From an optimization exercise on the open Yosys and OpenROAD flow, aimed at small area; shortcuts taken in it are not production practice. Function was checked by simulation only, so behaviour that the tests miss may differ from the original.

==> run Y: inputs <==
## cad_top
module cad_top #(
  parameter int IMG_SIDE = 8,
  parameter int IMG_COUNT = 2,
  parameter int KER_COUNT = 2,
  localparam int IMG_IDX_W = (IMG_COUNT > 1) ? $clog2(IMG_COUNT) : 1,
  localparam int KER_IDX_W = (KER_COUNT > 1) ? $clog2(KER_COUNT) : 1
) (
  input  logic                 clk,
  input  logic                 rst_n,
  input  logic                 i_in_valid,
  input  cad_pkg::data_t       i_matrix,
  input  logic                 i_start,
  input  logic [IMG_IDX_W-1:0] i_img_idx,
  input  logic [KER_IDX_W-1:0] i_ker_idx,
  output logic                 o_busy,
  output logic                 o_out_valid,
  output logic                 o_out_value
);
Settings: LEC_CHECK=0, ABC_AREA=1, CAP_MARGIN=20, CORE_MARGIN=2, CORE_UTILIZATION=75, CTS_CLUSTER_DIAMETER=80, CTS_CLUSTER_SIZE=25, PLACE_DENSITY=0.86, SLEW_MARGIN=20; clock period 12.0 ns.
run.sh (not shown) runs the stock make flow with config.mk's settings and CLKGATE_MAP_FILE= SYNTH_SCRIPT=/design/flow/synth_recipe.tcl, a recipe that flattens the netlist after the stock synthesis.
==> run G: changes against run Y <==
--- a/flow/design.v
+++ b/flow/design.v
@@ -47,19 +47,18 @@
   logic [5:0] woff;      
   logic [5:0] rpos;      
   logic [4:0] kpos;      
   logic [4:0] outi;      
   logic       run;       
   logic [1:0] gap;       
   logic       cmp;
-  logic       cmp_q;
-  logic       mx_last;
   logic       out_valid;
+  logic [4:0] sc;
   logic signed [19:0] acc;
-  logic [20:0] mx;        
+  logic signed [19:0] mx;
   logic wr;
   logic [5:0] rpos_init;
   logic [4:0] kpos_init;
   logic [4:0] kpos_goal;
   logic [6:0] sched;
   logic start_out;
   logic mac;
@@ -92,89 +91,57 @@
       default: sched = {1'b1, 6'd48};   
     endcase
   end
   assign start_out = comp && !outi[4] && !run && kpos == 5'd0 && rpos == sched[5:0];
   assign mac = (run && gap == 2'd0) || start_out;
   assign img_step = comp && !(outi[4] && rpos == rpos_init);
   assign ker_step = mac || (comp && !run && kpos != kpos_goal);
-  logic restored;
-  assign restored = outi[4] && !img_step && kpos == kpos_init && !cmp && !cmp_q;
   assign row_end = (kpos == 5'd4) || (kpos == 5'd9) || (kpos == 5'd14) || (kpos == 5'd19);
-  logic pol;
-  logic img_rot, img_rot_n, ker_rot, ker_rot_n;
-  logic en_i0, en_i1, en_k0, en_k1;
-  logic en_i0_n, en_i1_n, en_k0_n, en_k1_n;
-  logic [7:0] wdata;
-  logic [7:0] head_i0, head_i1, head_k0, head_k1;
-  always_ff @(posedge clk or negedge rst_n) begin
-    if (!rst_n) pol <= 1'b0;
-    else pol <= ~pol;
-  end
-  always_ff @(posedge clk) begin
-    img_rot <= img_step;
-    img_rot_n <= !img_step;
-    ker_rot <= ker_step;
-    ker_rot_n <= !ker_step;
-  end
-  assign en_i0 = (wr && wseg == 2'd0) || img_rot;
-  assign en_i1 = (wr && wseg == 2'd1) || img_rot;
-  assign en_k0 = (wr && wseg == 2'd2) || ker_rot;
-  assign en_k1 = (wr && wseg == 2'd3) || ker_rot;
-  assign en_i0_n = !(wr && wseg == 2'd0) && img_rot_n;
-  assign en_i1_n = !(wr && wseg == 2'd1) && img_rot_n;
-  assign en_k0_n = !(wr && wseg == 2'd2) && ker_rot_n;
-  assign en_k1_n = !(wr && wseg == 2'd3) && ker_rot_n;
-  assign wdata = i_matrix ^ {8{pol}};
-  assign head_i0 = wr ? wdata : img0_tail;
-  assign head_i1 = wr ? wdata : img1_tail;
-  assign head_k0 = wr ? wdata : ker0_tail;
-  assign head_k1 = wr ? wdata : ker1_tail;
   always_ff @(posedge clk) begin
-    img0 <= ~(({512{en_i0_n}} | {img0[503:0], head_i0}) & ({512{en_i0}} | img0));
-    img1 <= ~(({512{en_i1_n}} | {img1[503:0], head_i1}) & ({512{en_i1}} | img1));
-    ker0 <= ~(({200{en_k0_n}} | {ker0[191:0], head_k0}) & ({200{en_k0}} | ker0));
-    ker1 <= ~(({200{en_k1_n}} | {ker1[191:0], head_k1}) & ({200{en_k1}} | ker1));
+    if ((wr && wseg == 2'd0) || img_step) begin
+      img0 <= {img0[503:0], wr ? i_matrix : img0_tail};
+    end
+    if ((wr && wseg == 2'd1) || img_step) begin
+      img1 <= {img1[503:0], wr ? i_matrix : img1_tail};
+    end
+    if ((wr && wseg == 2'd2) || ker_step) begin
+      ker0 <= {ker0[191:0], wr ? i_matrix : ker0_tail};
+    end
+    if ((wr && wseg == 2'd3) || ker_step) begin
+      ker1 <= {ker1[191:0], wr ? i_matrix : ker1_tail};
+    end
   end
   always_ff @(posedge clk or negedge rst_n) begin
     if (!rst_n) begin
       wseg <= 2'd0;
       woff <= 6'd0;
     end else if (wr) begin
       if (woff == (wseg[1] ? 6'd24 : 6'd63)) begin
         woff <= 6'd0;
         wseg <= wseg + 2'd1;
       end else begin
         woff <= woff + 6'd1;
       end
     end
   end
-  logic mac_q;
-  logic tap_q;
-  logic first_q;
-  always_ff @(posedge clk) begin
-    mac_q <= mac;
-    tap_q <= sched[6];
-    first_q <= (kpos == 5'd0);
-  end
   always_comb begin
-    case ({img_sel, tap_q})
+    case ({img_sel, sched[6]})
       2'b00: pix = img0[511:504];
       2'b01: pix = img0[239:232];
       2'b10: pix = img1[511:504];
       default: pix = img1[239:232];
     endcase
-    pix = pix ^ {8{pol}};
-    if (!mac_q) pix = 8'sd0;
+    if (!mac) pix = 8'sd0;
   end
-  assign kval = (ker_sel ? ker1_tail : ker0_tail) ^ {8{pol}};
+  assign kval = ker_sel ? ker1_tail : ker0_tail;
   localparam logic [19:0] BW_K = 20'hF8100;
   localparam logic [19:0] ACC_START = 20'(37 * BW_K);
   logic [19:0] acc_fb;
   logic [19:0] acc_nxt;
-  assign acc_fb = first_q ? ACC_START : acc;
+  assign acc_fb = (kpos == 5'd0) ? ACC_START : acc;
   logic pp_0_0, pp_0_1, pp_0_2, pp_0_3, pp_0_4, pp_0_5, pp_0_6, pp_0_7, pp_1_0, pp_1_1, pp_1_2, pp_1_3, pp_1_4, pp_1_5, pp_1_6, pp_1_7, pp_2_0, pp_2_1, pp_2_2, pp_2_3, pp_2_4, pp_2_5, pp_2_6, pp_2_7, pp_3_0, pp_3_1, pp_3_2, pp_3_3, pp_3_4, pp_3_5, pp_3_6, pp_3_7, pp_4_0, pp_4_1, pp_4_2, pp_4_3, pp_4_4, pp_4_5, pp_4_6, pp_4_7, pp_5_0, pp_5_1, pp_5_2, pp_5_3, pp_5_4, pp_5_5, pp_5_6, pp_5_7, pp_6_0, pp_6_1, pp_6_2, pp_6_3, pp_6_4, pp_6_5, pp_6_6, pp_6_7, pp_7_0, pp_7_1, pp_7_2, pp_7_3, pp_7_4, pp_7_5, pp_7_6, pp_7_7, hs1, hc2, fs3, fc4, hs5, hc6, fs7, fc8, fs9, fc10, hs11, hc12, fs13, fc14, fs15, fc16, hs17, hc18, fs19, fc20, fs21, fc22, fs23, fc24, hs25, hc26, fs27, fc28, hs29, hc30, fs31, fc32, fs33, fc34, fs35, fc36, fs37, fc38, fs39, fc40, fs41, fc42, fs43, fc44, fs45, fc46, fs47, fc48, fs49, fc50, fs51, fc52, fs53, fc54, fs55, fc56, fs57, fc58, fs59, fc60, hs61, hc62, fs63, fc64, fs65, fc66, fs67, fc68, fs69, fc70, fs71, fc72, fs73, fc74, fs75, fc76, fs77, fc78, fs79, fc80, fs81, fc82, fs83, fc84, hs85, hc86, fs87, fc88, fs89, fc90, fs91, fc92, fs93, fc94, fs95, fc96, fs97, fc98, fs99, fc100, fs101, fc102, fs103, fc104, fs105, fc106, fs107, fc108, fs109, fc110, fs111, fc112, hs113, hc114, fs115, fc116, fs117, fc118, fs119, fc120, fs121, fc122, fs123, fc124, fs125, fc126, fs127, fc128, fs129, fc130, fs131, fc132, fs133, fc134, fs135, fc136, fs137, fc138, fs139, fc140, fs141, fc142, fs143, fc144, hs145, hc146, hs147, hc148, hs149, hc150, hs151, hc152;
   assign pp_0_0 = (pix[0] & kval[0]);
   assign pp_0_1 = (pix[0] & kval[1]);
   assign pp_0_2 = (pix[0] & kval[2]);
   assign pp_0_3 = (pix[0] & kval[3]);
   assign pp_0_4 = (pix[0] & kval[4]);
   assign pp_0_5 = (pix[0] & kval[5]);
@@ -396,18 +363,16 @@
     if (!rst_n) begin
       busy <= 1'b0;
       comp <= 1'b0;
       outi <= 5'd0;
       run <= 1'b0;
       gap <= 2'd0;
       cmp <= 1'b0;
-      cmp_q <= 1'b0;
     end else begin
       cmp <= 1'b0;
-      cmp_q <= cmp;
       if (!busy) begin
         if (i_start) begin
           busy <= 1'b1;
           outi <= 5'd0;
           run <= 1'b0;
           gap <= 2'd0;
         end
@@ -422,15 +387,16 @@
           end else begin
             run <= 1'b1;
             if (row_end) gap <= 2'd3;
           end
         end else if (gap != 2'd0) begin
           gap <= gap - 2'd1;
         end
-        if (restored && out_valid && mx_last) begin
+        if (outi[4] && !img_step && kpos == kpos_init && !cmp
+            && (!out_valid || sc == 5'd0)) begin
           busy <= 1'b0;
           comp <= 1'b0;
         end
       end
     end
   end
   always_ff @(posedge clk) begin
@@ -442,38 +408,40 @@
       rpos <= rpos_init;
       kpos <= kpos_init;
     end else begin
       if (img_step) rpos <= rpos + 6'd1;
       if (ker_step) kpos <= (kpos == 5'd24) ? 5'd0 : kpos + 5'd1;
     end
   end
-  assign mx_last = (mx[20:2] == 19'd0) && mx[1];
   logic acc_gt;
   always_comb begin
     acc_gt = 1'b0;
     for (int i = 0; i < 19; i++) begin
       acc_gt = (acc[i] & ~mx[i]) | (~(acc[i] ^ mx[i]) & acc_gt);
     end
     acc_gt = (~acc[19] & mx[19]) | (~(acc[19] ^ mx[19]) & acc_gt);
   end
   always_ff @(posedge clk) begin
-    if (cmp_q && (outi[1:0] == 2'd1 || acc_gt)) begin
-      mx <= {1'b1, acc};
+    if (cmp && (outi[1:0] == 2'd1 || acc_gt)) begin
+      mx <= acc;
     end else if (out_valid) begin
-      mx <= {1'b0, mx[20:1]};
+      mx <= mx >>> 1;
+    end
+    if (cmp) begin
+      sc <= 5'd19;
+    end else if (out_valid) begin
+      sc <= sc - 5'd1;
     end
   end
   always_ff @(posedge clk or negedge rst_n) begin
     if (!rst_n) begin
       out_valid <= 1'b0;
-    end else if (cmp_q && outi[1:0] == 2'd0 && !outi[4]) begin
-      out_valid <= 1'b1;
-    end else if (comp && restored && !out_valid) begin
+    end else if (cmp && outi[1:0] == 2'd0) begin
       out_valid <= 1'b1;
-    end else if (out_valid && mx_last) begin
+    end else if (out_valid && sc == 5'd0) begin
       out_valid <= 1'b0;
     end
   end
   assign o_busy = busy;
   assign o_out_valid = out_valid;
   assign o_out_value = mx[0];
 endmodule
==> flow/config.mk (replaced) <==
export PLATFORM = sky130hd
export DESIGN_NAME = cad_top
export DESIGN_NICKNAME = cad_top
export VERILOG_FILES = /design/flow/design.v
export SDC_FILE = /design/flow/constraint.sdc
export NUM_CORES = 4
export LEC_CHECK = 0
export CAP_MARGIN = 20
export CORE_MARGIN = 2
export CORE_UTILIZATION = 85
export CTS_CLUSTER_DIAMETER = 60
export CTS_CLUSTER_SIZE = 30
export PLACE_DENSITY = 0.92
export SLEW_MARGIN = 20
==> notes <==
- Run G aborted during detailed placement (3_5_place_dp). Run Y finished with timing, DRC and antenna clean.
- Synthesized cell count: run Y is larger than run G (about 90%).
- Of run G and run Y, run G has the higher area after synthesis (gap about 9%, measured against run Y).

## port drivers added, routing unchanged
Ports are ideal in the flow. The routed layout listed here was re-timed in OpenROAD.
Step 1 assumes that a clkbuf_16 drives the clock port and a buf_2 every other input.
Step 2 adds t to the input delays and takes it off the output delays; t is the mean of the earliest and latest rising clock arrival at the registers after step 1. Input paths then give back, and output paths get back, about the clock's delay inside the block.
Three values: ideal ports, drivers, drivers and shift; two values: the first two.
run: run Y
shift t [ns]: 0.689
slack for setup (ns): 2.000 / 2.000 / 2.000
clock arrival spread, ns: 0.034 / 0.034
worst data-port slew with drivers (ns): 0.06
cell pins on the clock port's net: 1
After both steps setup and hold are still met in run Y. The setup slack of run Y moves by 0.000 ns with the drivers and by 0.000 ns with both steps.
